What follows belongs to an exercise in optimizing a design on an open flow for small area and few clock cycles per item; a production flow would make more cautious choices. Only simulation tests tie the RTL to the original design; equivalence was not proved.

==> flow/design.v, too long to show whole: its modules and the start of the top module <==
// module fp_mult_pipe: 1196 lines
// module fp_mult_fa: 10 lines
// module fp_mult_ha: 9 lines
module fp_mult_pipe #(
  parameter int unsigned EXP_W = 8,
  parameter int unsigned MAN_W = 23,
  parameter int unsigned TAG_W = 4
) (
  input  logic                   clk,
  input  logic                   rstn,
  input  logic                   in_valid,
  output logic                   in_ready,
  input  logic [EXP_W+MAN_W:0]   a,
  input  logic [EXP_W+MAN_W:0]   b,
  input  logic [TAG_W-1:0]       in_tag,
  output logic                   out_valid,
  input  logic                   out_ready,
  output logic [EXP_W+MAN_W:0]   result,
  output logic [TAG_W-1:0]       out_tag,
  output logic [3:0]             flags
);
  // ...
==> flow/flow/run.sh <==
#!/bin/bash
# Standard ORFS layout, with plain buffers on the ports instead of the delay cell buffer_ports
# picks, and with the synthesis buffers removed at floorplan so repair_design rebuffers.
set -euo pipefail
bash standard.sh BUFFER_PORTS_ARGS="-buffer_cell sky130_fd_sc_hd__buf_2" REMOVE_ABC_BUFFERS=1 RECOVER_POWER=100 finish > make.log 2>&1
==> flow/standard.sh <==
#!/bin/bash
# synth_recipe.tcl (not shown) runs the flow's synth.tcl, then flattens the netlist and writes it again
# the make line also repeats each setting of config.mk as NAME=value (left out here)
make -C /OpenROAD-flow-scripts/flow DESIGN_CONFIG=/design/flow/config.mk WORK_HOME=/design/flow/orfs CLKGATE_MAP_FILE= SYNTH_SCRIPT=/design/flow/synth_recipe.tcl "${@:-finish}"
==> flow/config.mk <==
export PLATFORM = sky130hd
export DESIGN_NAME = fp_mult_pipe
export DESIGN_NICKNAME = fp_mult_pipe
export VERILOG_FILES = /design/flow/design.v
export SDC_FILE = /design/flow/constraint.sdc
export NUM_CORES = 4
export LEC_CHECK = 0
export ABC_AREA = 1
export CAP_MARGIN = 20
export CORE_MARGIN = 2
export CORE_UTILIZATION = 40
export GPL_TIMING_DRIVEN = 0
export SETUP_SLACK_MARGIN = 0.02
export SLEW_MARGIN = 20
export SYNTH_HIERARCHICAL = 1
export SYNTH_MINIMUM_KEEP_SIZE = 0
==> flow/constraint.sdc <==
create_clock -name core_clock -period 7.0 [get_ports {clk}]
set_input_delay 1.4000 -clock core_clock [delete_from_list [all_inputs] [get_ports {clk}]]
set_output_delay 1.4000 -clock core_clock [all_outputs]
set_load 0.01 [all_outputs]
==> reports/results.env, run 1 <==
CLOCK_SINKS=46
RUN_STATUS='failed layout checks'
LARGESTREGISTERS='r_p (26), r_esum (9), r_tag (4)'
ROUTABILITYCONGESTION=0.927
FIN_AREA_UM2=17800
DIE-HEIGHT_UM=204
DOMINANTREGCELLSYNTH='sky130_fd_sc_hd__edfxtp_1'
DIE_AREA_UM2=41500
WORSTREG2REGSTART='r_v'
CRITICAL-PATH-TOP-CELL-BY-COUNT='sky130_fd_sc_hd__fa_1'
FINAL.FILL_COUNT=3867
INITIAL_UTILIZATION_PCT=40.3
PLACED_CELL_AREA_UM2=16700
POST-ROUTE-WORST-SETUP-SLACK_NS=0.189
NUM_VIAS=14387
SYNTH-COMPOUND-AREA-SHARE_PCT=15.5
CHECKFAILREASONS='max-capacitance violations, max-slew violations'
NUMBER_OF_ANTENNA_VIOLATIONS_AT_THE_FIRST_CHECK_IN_GLOBAL_ROUTING=1
PLACED_CELLS_INCL_TAPS=2342
CRITICAL-PATH-SLOWEST-CELL='sky130_fd_sc_hd__fa_1'
PORT-BUFFER-COUNT=113
GRT_OVERFLOW=0
TIMING.FINAL.MAX_SLEW_VIOLATIONS=34
LAYOUT.AREA.SEQ_UM2=1380
CLOCKROOTBUFFER='sky130_fd_sc_hd__clkbuf_16'
FRACTION_OF_STANDARD_CELL_AREA_IN_MULTI_INPUT_LOGIC_PCT=79.2
MAX_CAP_VIOL_COUNT=1
CP_NUM_BUF_INV=3
LAYOUT.BUFFER.NONCLOCK.AREA_SHARE_PCT=5.13
Testbench counts, summed over its fixed seeds: cycles 16,008, items 16,000.
==> run 2, diff against run 1 <==
==> flow/flow/run.sh (replaced) <==
#!/bin/bash
# Standard ORFS layout, with plain buffers on the ports instead of the delay cell buffer_ports
# picks, and with the synthesis buffers removed at floorplan so repair_design rebuffers.
set -euo pipefail
bash standard.sh BUFFER_PORTS_ARGS="-buffer_cell sky130_fd_sc_hd__buf_2" REMOVE_ABC_BUFFERS=1  finish > make.log 2>&1
--- a/flow/config.mk
+++ b/flow/config.mk
@@ -10,4 +10,5 @@
 export CORE_MARGIN = 2
 export CORE_UTILIZATION = 40
+export CTS_BUF_LIST = sky130_fd_sc_hd__clkbuf_8
 export GPL_TIMING_DRIVEN = 0
 export SETUP_SLACK_MARGIN = 0.02
==> run 2 against run 1 <==
Now clean on timing, DRC and antenna. Wire length up 0.51%. Cell area about the same. Hold slack worse by 0.10 ns. Via count up 0.14%. Maximum frequency up 0.35%. Die area unchanged. Core utilization about the same. Global-route usage about the same. Critical path type unchanged.
==> reports/results.env, run 2 <==
CTS_TREE='built'  # unchanged
HOLD_PATH_CLASS='reg2reg'  # was in2async
WORST_SLACK_AT_PLACEMENT_NS=-1.45  # unchanged
GRT_FIRST_PASS_WIRELENGTH_MM=83.2  # was 83.1 mm
DIE_AREA_UM2=41500  # unchanged
SYNTH-ADDER-AREA-SHARE_PCT=40.4  # unchanged
FIRST_ITERATION_DETAILED_ROUTING_DRC_COUNT=1549  # was 1489
NUMBER_OF_HOLD_SLACK_VIOLATIONS_IN_THE_FINAL_TIMING_REPORT=0  # unchanged
WORST-SETUP-PATH-TYPE='in2reg'  # unchanged
MAX_SLEW_MARGIN_PCT=25.5  # was -14.6%
WORSTPATHARRIVAL_NS=6.85  # about the same
MAX_FLOP_REGISTER='r_p'  # unchanged
POST-ROUTE-WORST-SETUP-SLACK_NS=0.213  # was 0.189 ns
NUM_VIAS=14407  # was 14387
WORST_SKEW_PAIR.LATE_LATENCY_NS=0.31  # was 0.29 ns
CTSLONGESTPATHBUFFERS=2  # unchanged
YOSYSTOPAREACELL='sky130_fd_sc_hd__fa_1'  # unchanged
DOMINANT_COMBINATIONAL_CELL_FAMILY_BY_AREA_AFTER_SYNTHESIS='adder cells'  # unchanged
CRITICAL-PATH-SLOWEST-CELL='sky130_fd_sc_hd__fa_1'  # unchanged
SYNTH_MUX_AREA_SHARE_PCT=0  # unchanged
ANT_NETS=0  # unchanged
POST-ROUTE-DRC-COUNT=0  # unchanged
SYNTH_COMMON_CELLS='sky130_fd_sc_hd__xor2_1, sky130_fd_sc_hd__fa_1, sky130_fd_sc_hd__o22ai_1'  # unchanged
GRT_START_MAX_NET_PINS=34  # unchanged
FINALSETUPVIOLATIONS=0  # unchanged
MULTIINPUTGATEAREA_UM2=14100  # about the same
CTS.HOLD.BUFFERS_ADDED=0  # unchanged
CORE_UM2=39500  # unchanged
VIAS_PER_CELL=6.04  # about the same
DRT-PASS1-ITER-COUNT=5  # was 6
PLACED_CELL_AREA_UM2=16700  # unchanged
FAMILY_WITH_THE_MOST_DELAY_ON_THE_WORST_PATH='adder cells'  # unchanged
CTS_MADE_BUFFERS=5  # unchanged
FINAL.FILL_COUNT=3864  # was 3867
CRITPATHLAUNCHTYPE='primary input'  # unchanged
ROUTABILITYCONGESTION=0.927  # unchanged
SYN-MEAN-INSTANCE-AREA_UM2=8.72  # unchanged
SHARE_OF_YOSYS_CELL_AREA_CLAIMED_BY_THE_TOP_AREA_CELL_TYPE_PCT=33.4  # unchanged
DIE_WIDTH_UM=204  # unchanged
SYNTH_XOR_AREA_SHARE_PCT=16.7  # unchanged
FLIP_FLOP_COUNT_OF_THE_LARGEST_REGISTER_AFTER_LAYOUT=26  # unchanged
PATH_CELLS='buf_12 > or2_4 > nand2_2 > nand2_8 > o22ai_2 > xor2_1 > fa_1 > fa_1 > fa_1 > fa_1 > fa_1 > ha_1 > inv_1 > fa_1 > inv_1 > nand3_1 > nand2_1 > a21boi_1 > o21bai_1 > a21oi_2 > o21ai_2 > nand2_1 > nand3_1 > nand2_1'  # was buf_12 > or2_4 > nand2_2 > nand2_8 > o22ai_1 > xor2_1 > fa_1 > fa_1 > fa_1 > fa_1 > fa_1 > ha_1 > inv_1 > fa_1 > inv_1 > nand3_1 > nand2_1 > a21boi_1 > o21bai_1 > a21oi_2 > o21ai_2 > nand2_1 > nand3_1 > nand2_1
PORT-BUFFER-COUNT=113  # unchanged
POST-ROUTE-PERIOD-UTIL_PCT=97.0  # was 97.3%
SYNTH.CELL_AREA_UM2=15900  # unchanged
DRIVE_ABOVE_1_SHARE_PCT=15.1  # was 14.3%
LAYOUT_COMMONEST_CELL='sky130_fd_sc_hd__xor2_1'  # unchanged
INITIAL_UTILIZATION_PCT=40.3  # unchanged
POST_SYNTH_NUM_CELL_TYPES=49  # unchanged
FIRST_GLOBAL_VIAS=14660  # was 14631
CP_NUM_BUF_INV=3  # unchanged
CRITICAL-PATH-TOP-CELL-BY-COUNT='sky130_fd_sc_hd__fa_1'  # unchanged
FINAL_NET_COUNT=2285  # was 2283
FIN_SKEW_NS=0.00926  # was 0.00319 ns
MAX_CAP_VIOL_COUNT=0  # was 1
FLOORPLAN.IO_PINS=114  # unchanged
CELL_COUNT_AFTER_SYNTHESIS=1829  # unchanged
DOMINANTREGCELLSYNTH='sky130_fd_sc_hd__edfxtp_1'  # unchanged
DIE-HEIGHT_UM=204  # unchanged
NUMBER_OF_ANTENNA_VIOLATIONS_AT_THE_FIRST_CHECK_IN_GLOBAL_ROUTING=0  # was 1
CORE.ROWCOUNT=73  # unchanged
YS_TOP_CELLS_BY_AREA='sky130_fd_sc_hd__fa_1, sky130_fd_sc_hd__xor2_1, sky130_fd_sc_hd__o22ai_1'  # unchanged
MEAN_ROUTED_WIRELENGTH_PER_CELL_UM=22.9  # was 22.8 um
DETAILED_PLACE_HPWL_MM=36.3  # unchanged
FIN_CRIT_NS=6.79  # was 6.81 ns
SYNTH-COMPOUND-AREA-SHARE_PCT=15.5  # unchanged
SLOWEST_DELAY_NS=0.50  # was 0.52 ns
RUN_STATUS='timing/DRC/antenna clean'  # was failed layout checks
MOST-COMMON-LAYOUT-CELLS='sky130_fd_sc_hd__xor2_1, sky130_fd_sc_hd__fa_1, sky130_fd_sc_hd__o22ai_1, sky130_fd_sc_hd__nand2_1, sky130_fd_sc_hd__inv_1'  # unchanged
TIMING.FINAL.MAX_SLEW_VIOLATIONS=0  # was 34
CLOCKROOTBUFFER='sky130_fd_sc_hd__clkbuf_8'  # was sky130_fd_sc_hd__clkbuf_16
PATH_MAX_FANOUT=29  # was 32
RSZ0062_AT_GRT='true'
LAYOUT.AREA.SEQ_UM2=1380  # unchanged
WORST_SLEW_PIN_SLEW_NS=1.12  # was 1.72 ns
TIMING.FMAX_GHz=0.147  # about the same
AREA_GROWTH_PCT=11.7  # about the same
ASYNC_FLOP_SHARE_PCT=2.17  # unchanged
YS.WARNINGS.COUNT=8  # unchanged
SYNTHSIMPLEGATEAREAFRAC_PCT=12.1  # unchanged
TIMING.CRITICAL_PATH.TO_TYPE='flop'  # unchanged
POST-SYNTH-TOP-COUNT-CELL='sky130_fd_sc_hd__xor2_1'  # unchanged
POSTROUTEWIRELENGTH_MM=54.7  # was 54.4 mm
CTS-HTREE-LEVELS=2  # unchanged
TRACK_USAGE_PCT=25.8  # about the same
SYNTH-SEQ-CELLS=46  # unchanged
CLOCK_SINKS=46  # unchanged
LARGESTREGISTERS='r_p (26), r_esum (9), r_tag (4)'  # unchanged
CLK_PIN_SLEW_WORST_PATHS_NS=0.09  # was 0.06 ns
TIMING.CRITICAL_PATH.REQUIRED_NS=7.06  # was 7.04 ns
FIN_AREA_UM2=17800  # about the same
SYNTH_SEQUENTIAL_AREA_RATIO_PCT=8.63  # unchanged
GRT_OVERFLOW=0  # unchanged
POST_SYNTH_EDFFS=45  # unchanged
run 2: cell types whose count changed in the layout (fill, tap and decap cells not counted), moves of 2 or more:
cell,before,now
sky130_fd_sc_hd__clkbuf_1,13,0
sky130_fd_sc_hd__buf_2,91,102
sky130_fd_sc_hd__clkbuf_16,5,0
sky130_fd_sc_hd__clkbuf_8,1,5
sky130_fd_sc_hd__inv_1,109,112
sky130_fd_sc_hd__a21oi_1,61,59
sky130_fd_sc_hd__a21oi_2,3,5
sky130_fd_sc_hd__buf_4,24,26
sky130_fd_sc_hd__nand2_4,11,13
run 2: timing repair:
item,in CTS,in global routing
pin swaps,4,21
resized for setup,73,106
endpoints found under the setup margin,60,47
buffers inserted,5,21
cloned,1,6
run 2: cell families (layout without fill, tap and decap cells):
kind of cell	Yosys count	in the layout
xor+xnor	304	304
flops	46	46
simple gates	441	444
buf+inv	270	291
compound gates	411	411
fa+ha+maj	356	356
other cells	1	7
run 2: cell type report:
type,count,area share (%)
well taps,525,3.69
inverters,137,3.09
repair buffers,142,5.37
flip-flops and latches,46,7.73
clock buffers,5,0.386
diodes,1,0.0141
clock inverters,3,0.232
multi-input cells,1521,79.3
repair inverters,4,0.141
run 2: final timing paths:
| path | startpoint | to | slack [ns] | cells after the start |
|---|---|---|---|---|
| setup reg to reg | r_v | r_cls[1] | 5.72 | 2 |
| max in group asynchronous | rstn | r_v | 6.07 | 1 |
| setup / recovery | b[3] | r_p[16] | 0.21 | 24 |
| hold / removal | r_v | r_v | 0.77 | 2 |
| hold reg to reg | r_v | r_v | 0.77 | 2 |
| min in group asynchronous | rstn | r_v | 0.85 | 1 |
run 2: worst reg2reg max path, cell delays in order (launching register included):
cell and delay (ns):
sky130_fd_sc_hd__dfrtp_1 0.40, sky130_fd_sc_hd__nand2_2 0.30, sky130_fd_sc_hd__buf_12 0.26
run 2: routing by layer:
metal / wire, um / GRT usage (%)
met5: 0 / 0
met4: 1560 / 8.16
met3: 5840 / 6.38
met2: 24700 / 41.0
met1: 22600 / 34.5
run 2: per-module statistics from Yosys, one instance, submodules excluded:
| module | cell area, um^2 | cells |
|---|---|---|
| fp_mult_ha | 12.5 | 1 |
| fp_mult_pipe | 10100 | 1518 |
| fp_mult_fa | 20.0 | 1 |
run 2: stage by stage:
stage | setup TNS, ns | hold WS, ns | util, % | cells
final | 0 | 0.766 | 45.0 | 2384
after global routing | -2.99 | 0.824 | 45.0 | 2383
after CTS | 0 | 0.788 | 43.4 | 2356
after detailed placement | -36.57 | 0.766 | 42.3 | 2342
after global placement | -35.48 | 1.17 | 42.1 | 2339
after floorplan | 0 | 1.10 | - | 1701
==> run 3, diff against run 2 <==
--- a/flow/config.mk
+++ b/flow/config.mk
@@ -12,4 +12,5 @@
 export CTS_BUF_LIST = sky130_fd_sc_hd__clkbuf_8
 export GPL_TIMING_DRIVEN = 0
+export PLACE_DENSITY = 0.7
 export SETUP_SLACK_MARGIN = 0.02
 export SLEW_MARGIN = 20
==> run 3 against run 2 <==
Area after synthesis did not move. Synthesized cell count did not move. Clock skew fell by 0.0055 ns. Cell area fell by 1.9%. Maximum frequency rose by 0.33%. Still clean on timing, DRC and antenna. Global-route usage fell by 1.1 points. Wire length fell by 2.8%. Setup slack improved by 0.022 ns. Flip-flop and latch count did not move.
==> reports/results.env, run 3 <==
POST-SYNTH-TOP-COUNT-CELL='sky130_fd_sc_hd__xor2_1'  # unchanged
POST_SYNTH_EDFFS=45  # unchanged
TIMING.FINAL.MAX_SLEW_VIOLATIONS=0  # unchanged
GRT_START_MAX_NET_PINS=34  # unchanged
SYN-MEAN-INSTANCE-AREA_UM2=8.72  # unchanged
RSZ0062_AT_GRT='true'  # unchanged
WORSTSETUPSTARTPOINT='b[19]'  # was b[3]
YS.WARNINGS.COUNT=8  # unchanged
FIN_CRIT_NS=6.77  # was 6.79 ns
AREA_GROWTH_PCT=9.59  # was 11.7%
ROUTABILITYCONGESTION=0.935  # was 0.927
DOMINANTREGCELLSYNTH='sky130_fd_sc_hd__edfxtp_1'  # unchanged
NUMBER_OF_ANTENNA_VIOLATIONS_AT_THE_FIRST_CHECK_IN_GLOBAL_ROUTING=0  # unchanged
FINAL.FILL_COUNT=3782  # was 3864
TRACK_USAGE_PCT=24.7  # was 25.8%
HOLD_PATH_CLASS='reg2reg'  # unchanged
YS_TOP_CELLS_BY_AREA='sky130_fd_sc_hd__fa_1, sky130_fd_sc_hd__xor2_1, sky130_fd_sc_hd__o22ai_1'  # unchanged
DIE-HEIGHT_UM=204  # unchanged
CORE_UM2=39500  # unchanged
SYNTH-SEQ-CELLS=46  # unchanged
POSTROUTEWIRELENGTH_MM=53.2  # was 54.7 mm
PLACED_CELL_AREA_UM2=16700  # about the same
WORSTREG2REGSTART='r_v'  # unchanged
FIN_AREA_UM2=17500  # was 17800 um^2
WORSTPATHARRIVAL_NS=6.83  # was 6.85 ns
GRT_FIRST_PASS_WIRELENGTH_MM=80.3  # was 83.2 mm
CLOCK_SINKS=46  # unchanged
SYNTH_COMMON_CELLS='sky130_fd_sc_hd__xor2_1, sky130_fd_sc_hd__fa_1, sky130_fd_sc_hd__o22ai_1'  # unchanged
TIMING.CRITICAL_PATH.REQUIRED_NS=7.07  # was 7.06 ns
POST-ROUTE-WORST-SETUP-SLACK_NS=0.235  # was 0.213 ns
WORST_SKEW_PAIR.LATE_LATENCY_NS=0.31  # about the same
POST-ROUTE-PERIOD-UTIL_PCT=96.6  # was 97.0%
FAMILY_WITH_THE_MOST_DELAY_ON_THE_WORST_PATH='adder cells'  # unchanged
MAX_SLEW_MARGIN_PCT=23.5  # was 25.5%
HOLD_START='r_v'  # unchanged
DRT-PASS1-ITER-COUNT=6  # was 5
POST_LAYOUT_NONFILLER_INSTANCES=2372  # was 2384
NUMBER_OF_HOLD_SLACK_VIOLATIONS_IN_THE_FINAL_TIMING_REPORT=0  # unchanged
ASYNC_FLOP_SHARE_PCT=2.17  # unchanged
TIMING.CRITICAL_PATH.TO_TYPE='flop'  # unchanged
RUN_STATUS='timing/DRC/antenna clean'  # unchanged
GRT_OVERFLOW=0  # unchanged
CTS_TREE='built'  # unchanged
SYNTH_SEQUENTIAL_AREA_RATIO_PCT=8.63  # unchanged
INITIAL_UTILIZATION_PCT=40.3  # unchanged
CTS-HTREE-LEVELS=2  # unchanged
MOST-COMMON-LAYOUT-CELLS='sky130_fd_sc_hd__xor2_1, sky130_fd_sc_hd__o22ai_1, sky130_fd_sc_hd__fa_1, sky130_fd_sc_hd__nand2_1, sky130_fd_sc_hd__inv_1'  # was sky130_fd_sc_hd__xor2_1, sky130_fd_sc_hd__fa_1, sky130_fd_sc_hd__o22ai_1, sky130_fd_sc_hd__nand2_1, sky130_fd_sc_hd__inv_1
CLOCKROOTBUFFER='sky130_fd_sc_hd__clkbuf_8'  # unchanged
DETAILED_PLACE_HPWL_MM=35.3  # was 36.3 mm
SYNTH.CELL_AREA_UM2=15900  # unchanged
FIRST_ITERATION_DETAILED_ROUTING_DRC_COUNT=1950  # was 1549
PORT-BUFFER-COUNT=113  # unchanged
TIMING.FMAX_GHz=0.148  # was 0.147 GHz
FLIP_FLOP_COUNT_OF_THE_LARGEST_REGISTER_AFTER_LAYOUT=26  # unchanged
NUM_ANTENNA_CELLS=0  # was 1
DIE_AREA_UM2=41500  # unchanged
CORE.ROWCOUNT=73  # unchanged
SETUP-TNS-FINAL_NS=0  # unchanged
WORST_SLACK_AT_PLACEMENT_NS=-1.29  # was -1.45 ns
POST-ROUTE-DRC-COUNT=0  # unchanged
FLOORPLAN.IO_PINS=114  # unchanged
FIRST_GLOBAL_VIAS=14898  # was 14660
PATH_MAX_FANOUT=29  # unchanged
CRITICAL-PATH-TOP-CELL-BY-COUNT='sky130_fd_sc_hd__fa_1'  # unchanged
WORST_HOLD_PATH.NUM_CELLS=2  # unchanged
WORST_R2R_PATH_DEPTH=2  # unchanged
NUM_VIAS=14685  # was 14407
DIE_WIDTH_UM=204  # unchanged
MAX_CAP_VIOL_COUNT=0  # unchanged
WORSTSETUPPATHDEPTH=21  # was 24
CLK_PIN_SLEW_WORST_PATHS_NS=0.09  # about the same
CTS_MADE_BUFFERS=5  # unchanged
CRITICAL-PATH-SLOWEST-CELL='sky130_fd_sc_hd__fa_1'  # unchanged
WORST_SLEW_PIN_SLEW_NS=1.15  # was 1.12 ns
FINAL_NET_COUNT=2274  # was 2285
LAYOUT_COMMONEST_CELL='sky130_fd_sc_hd__xor2_1'  # unchanged
MAX_FLOP_REGISTER='r_p'  # unchanged
YOSYSTOPAREACELL='sky130_fd_sc_hd__fa_1'  # unchanged
CRITPATHLAUNCHTYPE='primary input'  # unchanged
CTSLONGESTPATHBUFFERS=2  # unchanged
CTS.HOLD.BUFFERS_ADDED=0  # unchanged
WORST-SETUP-PATH-TYPE='in2reg'  # unchanged
PATH_CELLS='buf_6 > or2_2 > nand2_1 > nand2_8 > o22ai_1 > xor2_1 > fa_1 > fa_1 > fa_1 > fa_1 > fa_1 > ha_1 > a21oi_1 > nand2_1 > a21boi_1 > o21bai_1 > a21oi_1 > o21ai_2 > nand2_1 > a21o_1 > nand2_1'  # was buf_12 > or2_4 > nand2_2 > nand2_8 > o22ai_2 > xor2_1 > fa_1 > fa_1 > fa_1 > fa_1 > fa_1 > ha_1 > inv_1 > fa_1 > inv_1 > nand3_1 > nand2_1 > a21boi_1 > o21bai_1 > a21oi_2 > o21ai_2 > nand2_1 > nand3_1 > nand2_1
DRIVE_ABOVE_1_SHARE_PCT=13.2  # was 15.1%
ANT_NETS=0  # unchanged
MEAN_ROUTED_WIRELENGTH_PER_CELL_UM=22.4  # was 22.9 um
SHARE_OF_YOSYS_CELL_AREA_CLAIMED_BY_THE_TOP_AREA_CELL_TYPE_PCT=33.4  # unchanged
POST_SYNTH_NUM_CELL_TYPES=49  # unchanged
VIAS_PER_CELL=6.19  # was 6.04
CP_NUM_BUF_INV=1  # was 3
FINALSETUPVIOLATIONS=0  # unchanged
SLOWEST_DELAY_NS=0.53  # was 0.50 ns
PLACED_CELLS_INCL_TAPS=2340  # was 2342
FIN_SKEW_NS=0.00372  # was 0.00926 ns
LARGESTREGISTERS='r_p (26), r_esum (9), r_tag (4)'  # unchanged
CELL_COUNT_AFTER_SYNTHESIS=1829  # unchanged
-- run 3: modules after synthesis (local to each module, per instance) --
module        flops+latches  area (um^2)  cells inside  copies in the design
fp_mult_pipe             46        10100          1518                     1
fp_mult_fa                0         20.0             1                   262
fp_mult_ha                0         12.5             1                    49
-- run 3: repair_timing --
action                                 in CTS  in global routing
gates resized for setup                    67                 75
cloned                                      1                  5
setup endpoints to repair                  58                 48
endpoints found under the hold margin       0                  0
setup buffers                               3                 15
pin swaps                                   4                 17
-- run 3: cells by family after synthesis --
| family | synth area share [%] |
|---|---|
| buf+inv | 6.59 |
| other cells | 0.0235 |
| simple gates | 12.1 |
| compound gates | 15.5 |
| fa+ha+maj | 40.4 |
| flops | 8.63 |
| xor+xnor | 16.7 |
-- run 3: worst register-to-register path: cells and delay by family (launching register included) --
family,cells,cell delay (ns)
buffers and inverters,1,0.26
and+or+nand+nor,1,0.33
DFF,1,0.40
-- run 3: stage by stage --
stage                     hold slack [ns]  utilization, %
after floorplan                      1.10               -
after global placement               1.18            42.1
after detailed placement            0.778            42.2
after CTS                           0.799            43.1
after global routing                0.827            44.2
final                               0.783            44.2
-- run 3: final cells by class --
class,instances,area [um^2],share of cell area (%)
Clock buffer,5,68.8,0.394
Timing Repair inverter,4,25.0,0.143
Inverter,137,557,3.19
Tap cell,525,657,3.76
Sequential cell,46,1380,7.87
Timing Repair Buffer,132,837,4.79
Multi-Input combinational cell,1520,13900,79.7
Clock inverter,3,28.8,0.165
-- run 3: metal layers --
layer | up-vias | routed length [um] | global-route usage, %
met1 | 7045 | 20500 | 32.3
li1 | 6261 | - | -
met2 | 1153 | 23700 | 39.0
met4 | 0 | 2250 | 9.78
met5 | - | 0 | 0.238
met3 | 226 | 6680 | 6.23
-- run 3: final timing paths --
path,end,slack [ns]
min in group asynchronous,r_v,0.84
max in group asynchronous,r_v,6.07
worst max-delay path,r_p[16],0.23
worst max register to register,r_c,5.70
worst min-delay path,r_v,0.78
worst min register to register,r_v,0.78
==> run 4, diff against run 3 <==
--- a/flow/config.mk
+++ b/flow/config.mk
@@ -10,7 +10,5 @@
 export CORE_MARGIN = 2
 export CORE_UTILIZATION = 40
-export CTS_BUF_LIST = sky130_fd_sc_hd__clkbuf_8
 export GPL_TIMING_DRIVEN = 0
-export PLACE_DENSITY = 0.7
 export SETUP_SLACK_MARGIN = 0.02
 export SLEW_MARGIN = 20
==> run 4 against run 3 <==
Sequential share of layout area decreased by 0.16 points. Critical path type unchanged. Clock skew about the same. Critical path depth increased by 3. Still clean on timing, DRC and antenna. Cell area increased by 2.1%. Core utilization increased by 0.93 points. Critical endpoint unchanged. Setup slack got worse by 0.047 ns. Via count decreased by 2.3%. Highest routed layer unchanged.
==> reports/results.env, run 4 <==
DRT-PASS1-ITER-COUNT=6  # unchanged
TIMING.CRITICAL_PATH.REQUIRED_NS=7.04  # was 7.07 ns
ANT_NETS=0  # unchanged
CRITICAL-PATH-SLOWEST-CELL='sky130_fd_sc_hd__fa_1'  # unchanged
SYNTH_SEQUENTIAL_AREA_RATIO_PCT=8.63  # unchanged
FLOORPLAN.IO_PINS=114  # unchanged
WORSTPATHARRIVAL_NS=6.85  # was 6.83 ns
FINALSETUPVIOLATIONS=0  # unchanged
AREA_GROWTH_PCT=11.9  # was 9.59%
PATH_CELLS='buf_12 > or2_4 > nand2_2 > nand2_8 > o22ai_1 > xor2_1 > fa_1 > fa_1 > fa_1 > fa_1 > fa_1 > ha_1 > inv_1 > fa_1 > inv_1 > nand3_1 > nand2_1 > a21boi_1 > o21bai_1 > a21oi_2 > o21ai_2 > nand2_1 > nand3_1 > nand2_1'  # was buf_6 > or2_2 > nand2_1 > nand2_8 > o22ai_1 > xor2_1 > fa_1 > fa_1 > fa_1 > fa_1 > fa_1 > ha_1 > a21oi_1 > nand2_1 > a21boi_1 > o21bai_1 > a21oi_1 > o21ai_2 > nand2_1 > a21o_1 > nand2_1
SLOWEST_DELAY_NS=0.52  # was 0.53 ns
WORST_R2R_PATH_DEPTH=2  # unchanged
POSTROUTEWIRELENGTH_MM=54.4  # was 53.2 mm
TIMING.CRITICAL_PATH.TO_TYPE='flop'  # unchanged
PORT-BUFFER-COUNT=113  # unchanged
YS.WARNINGS.COUNT=8  # unchanged
RRSETUPSLACK_NS=5.74  # was 5.70 ns
MAX_SLEW_MARGIN_PCT=23.8  # was 23.5%
SYNTH_COMMON_CELLS='sky130_fd_sc_hd__xor2_1, sky130_fd_sc_hd__fa_1, sky130_fd_sc_hd__o22ai_1'  # unchanged
SYNTH_XOR_AREA_SHARE_PCT=16.7  # unchanged
CTSLONGESTPATHBUFFERS=2  # unchanged
FLIP_FLOP_COUNT_OF_THE_LARGEST_REGISTER_AFTER_LAYOUT=26  # unchanged
INITIAL_UTILIZATION_PCT=40.3  # unchanged
FINAL_NET_COUNT=2283  # was 2274
NUMBER_OF_HOLD_SLACK_VIOLATIONS_IN_THE_FINAL_TIMING_REPORT=0  # unchanged
YOSYSTOPAREACELL='sky130_fd_sc_hd__fa_1'  # unchanged
SYNTH-ADDER-AREA-SHARE_PCT=40.4  # unchanged
SHARE_OF_YOSYS_CELL_AREA_CLAIMED_BY_THE_TOP_AREA_CELL_TYPE_PCT=33.4  # unchanged
DOMINANTREGCELLSYNTH='sky130_fd_sc_hd__edfxtp_1'  # unchanged
CRITICAL-PATH-TOP-CELL-BY-COUNT='sky130_fd_sc_hd__fa_1'  # unchanged
POST-ROUTE-PERIOD-UTIL_PCT=97.3  # was 96.6%
YS_TOP_CELLS_BY_AREA='sky130_fd_sc_hd__fa_1, sky130_fd_sc_hd__xor2_1, sky130_fd_sc_hd__o22ai_1'  # unchanged
CTS_TREE='built'  # unchanged
CORE.ROWCOUNT=73  # unchanged
NUM_VIAS=14351  # was 14685
DOMINANT_COMBINATIONAL_CELL_FAMILY_BY_AREA_AFTER_SYNTHESIS='adder cells'  # unchanged
CELL_COUNT_AFTER_SYNTHESIS=1829  # unchanged
MAX_CAP_VIOL_COUNT=0  # unchanged
PATH_MAX_FANOUT=32  # was 29
TIMING.HOLD.WORST_ENDPOINT='r_v'  # unchanged
HOLD_PATH_CLASS='reg2reg'  # unchanged
MEAN_ROUTED_WIRELENGTH_PER_CELL_UM=22.8  # was 22.4 um
WORSTREG2REGSTART='r_v'  # unchanged
TRACK_USAGE_PCT=25.8  # was 24.7%
WORSTREG2REGEND='r_esum[8]'  # was r_c
POST_LAYOUT_NONFILLER_INSTANCES=2382  # was 2372
CRITPATHLAUNCHTYPE='primary input'  # unchanged
SYN-MEAN-INSTANCE-AREA_UM2=8.72  # unchanged
TIMING.FINAL.MAX_SLEW_VIOLATIONS=0  # unchanged
CORE_UM2=39500  # unchanged
LARGESTREGISTERS='r_p (26), r_esum (9), r_tag (4)'  # unchanged
FIRST_ITERATION_DETAILED_ROUTING_DRC_COUNT=1589  # was 1950
WORST_SLEW_PIN_SLEW_NS=1.14  # was 1.15 ns
HOLD_START='r_v'  # unchanged
POST-SYNTH-TOP-COUNT-CELL='sky130_fd_sc_hd__xor2_1'  # unchanged
POST_SYNTH_NUM_CELL_TYPES=49  # unchanged
FAMILY_WITH_THE_MOST_DELAY_ON_THE_WORST_PATH='adder cells'  # unchanged
FIN_CRIT_NS=6.81  # was 6.77 ns
WORST_HOLD_PATH.NUM_CELLS=2  # unchanged
POST-ROUTE-WORST-SETUP-SLACK_NS=0.187  # was 0.235 ns
SYNTH-COMPOUND-AREA-SHARE_PCT=15.5  # unchanged
DIE-HEIGHT_UM=204  # unchanged
WORST_SKEW_PAIR.LATE_LATENCY_NS=0.29  # was 0.31 ns
CLOCKROOTBUFFER='sky130_fd_sc_hd__clkbuf_16'  # was sky130_fd_sc_hd__clkbuf_8
TIMING.FMAX_GHz=0.147  # was 0.148 GHz
SYNTH.CELL_AREA_UM2=15900  # unchanged
GRT_START_MAX_NET_PINS=34  # unchanged
POST_SYNTH_EDFFS=45  # unchanged
DRIVE_ABOVE_1_SHARE_PCT=15.0  # was 13.2%
FIN_SKEW_NS=0.00335  # was 0.00372 ns
CLK_PIN_SLEW_WORST_PATHS_NS=0.06  # was 0.09 ns
SETUP-TNS-FINAL_NS=0  # unchanged
SYNTH-SEQ-CELLS=46  # unchanged
DIE_AREA_UM2=41500  # unchanged
CP_NUM_BUF_INV=3  # was 1
CTS_MADE_BUFFERS=5  # unchanged
MAX_FLOP_REGISTER='r_p'  # unchanged
WORST-SETUP-PATH-TYPE='in2reg'  # unchanged
ROUTABILITYCONGESTION=0.927  # was 0.935
WORST_SLACK_AT_PLACEMENT_NS=-1.45  # was -1.29 ns
NUMBER_OF_ANTENNA_VIOLATIONS_AT_THE_FIRST_CHECK_IN_GLOBAL_ROUTING=1  # was 0
SYNTH_MUX_AREA_SHARE_PCT=0  # unchanged
GRT_OVERFLOW=0  # unchanged
GRT_FIRST_PASS_WIRELENGTH_MM=83.1  # was 80.3 mm
RUN_STATUS='timing/DRC/antenna clean'  # unchanged
DETAILED_PLACE_HPWL_MM=36.3  # was 35.3 mm
PLACED_CELLS_INCL_TAPS=2342  # was 2340
ASYNC_FLOP_SHARE_PCT=2.17  # unchanged
POST-ROUTE-DRC-COUNT=0  # unchanged
DIE_WIDTH_UM=204  # unchanged
SYNTHSIMPLEGATEAREAFRAC_PCT=12.1  # unchanged
CLOCK_SINKS=46  # unchanged
MOST-COMMON-LAYOUT-CELLS='sky130_fd_sc_hd__xor2_1, sky130_fd_sc_hd__fa_1, sky130_fd_sc_hd__o22ai_1, sky130_fd_sc_hd__nand2_1, sky130_fd_sc_hd__inv_1'  # was sky130_fd_sc_hd__xor2_1, sky130_fd_sc_hd__o22ai_1, sky130_fd_sc_hd__fa_1, sky130_fd_sc_hd__nand2_1, sky130_fd_sc_hd__inv_1
LAYOUT_COMMONEST_CELL='sky130_fd_sc_hd__xor2_1'  # unchanged
CTS-HTREE-LEVELS=2  # unchanged
FIRST_GLOBAL_VIAS=14631  # was 14898
VIAS_PER_CELL=6.02  # was 6.19
==> run 4: kinds of logic after synthesis <==
| family | count (synthesis) |
|---|---|
| AND/OR/NAND/NOR | 441 |
| AO/OA/AOI/OAI | 411 |
| adder cells (fa/ha/maj) | 356 |
| XOR/XNOR | 304 |
| buffers and inverters | 270 |
| flip-flops | 46 |
| other | 1 |
==> run 4: area by class of cell <==
cell class | instances | area, um^2
fillers | 3865 | 21700
multi-input cells | 1520 | 14100
flip-flops and latches | 46 | 1380
repair buffers | 140 | 945
well taps | 525 | 657
inverters | 137 | 557
clock buffers | 6 | 129
clock inverters | 2 | 37.5
repair inverters | 5 | 30.0
diodes | 1 | 2.50
==> run 4: timing repair <==
action | 4_1_cts | 5_1_grt
resized for setup | 80 | 102
endpoints found under the setup margin | 60 | 48
gates cloned | 1 | 6
hold buffers | 0 | 0
pin swaps | 4 | 26
hold endpoints to repair | 0 | 0
setup buffers | 5 | 19
==> run 4: through the flow <==
step	util (%)	area (um^2)	hold slack, ns
6_report	45.1	17800	0.754
5_1_grt	45.1	17800	0.817
4_1_cts	43.6	17200	0.782
3_5_place_dp	42.3	16700	0.766
3_3_place_gp	42.1	16700	1.17
2_1_floorplan	-	15400	1.10
==> run 4: worst max path at each step <==
stage | start | end | slack, ns | cells past startpoint
floorplan | b[1] | r_p[14] | 0.35 | 23
global placement | b[11] | r_p[16] | -1.39 | 24
detailed placement | b[11] | r_p[16] | -1.45 | 24
CTS | b[17] | r_p[16] | 0.02 | 23
global route | r_p[11] | result[5] | -0.08 | 32
finish | b[1] | r_p[16] | 0.19 | 24
==> run 4: worst reg2reg max path: stages (launching register included) <==
cell and delay, ns:
sky130_fd_sc_hd__dfrtp_1 0.39, sky130_fd_sc_hd__nand2_2 0.30, sky130_fd_sc_hd__buf_12 0.26
==> run 4: layer usage <==
metal	GRT usage [%]	share of wire, %	up-vias
li1	-	-	6284
met4	8.24	3.1	0
met2	40.8	45	920
met1	34.5	42	7002
met3	6.47	10	145
met5	0	0	-
==> run 4: per-module statistics from Yosys, one instance, submodules excluded <==
module	flip-flops and latches	area (um^2)	cells inside	times used
fp_mult_pipe	46	10100	1518	1
fp_mult_fa	0	20.0	1	262
fp_mult_ha	0	12.5	1	49

-- afterwards: timing with drivers on the ports --
In the flow no input, the clock included, has a driving cell. The finished layouts below were timed again as built, in two steps. Step 1 assumes that a clkbuf_16 drives the clock port and a buf_2 every other input. Step 2 times the ports against the registers' clock, not the clock port: input delays grow and output delays shrink by t, the midpoint of the rising clock arrivals with the driver on. Three values: no drivers, after step 1, after step 2; two values: the first two.
run	t, ns	slack for setup (ns)	hold WS [ns]	latest minus earliest clock arrival (ns)	cell pins on the clock port's net
run 1	0.332	0.189 / 0.181 / -0.151	0.870 / 0.847 / 0.879	0.004 / 0.004	1
run 2	0.344	0.213 / 0.199 / -0.145	0.766 / 0.766 / 0.766	0.010 / 0.010	1
run 3	0.345	0.235 / 0.224 / -0.121	0.783 / 0.783 / 0.783	0.006 / 0.007	1
run 4	0.332	0.187 / 0.179 / -0.153	0.754 / 0.754 / 0.754	0.004 / 0.004	1
For run 2, which loses most, drivers alone change the setup slack by -0.014 ns; drivers and shift together by -0.358 ns.
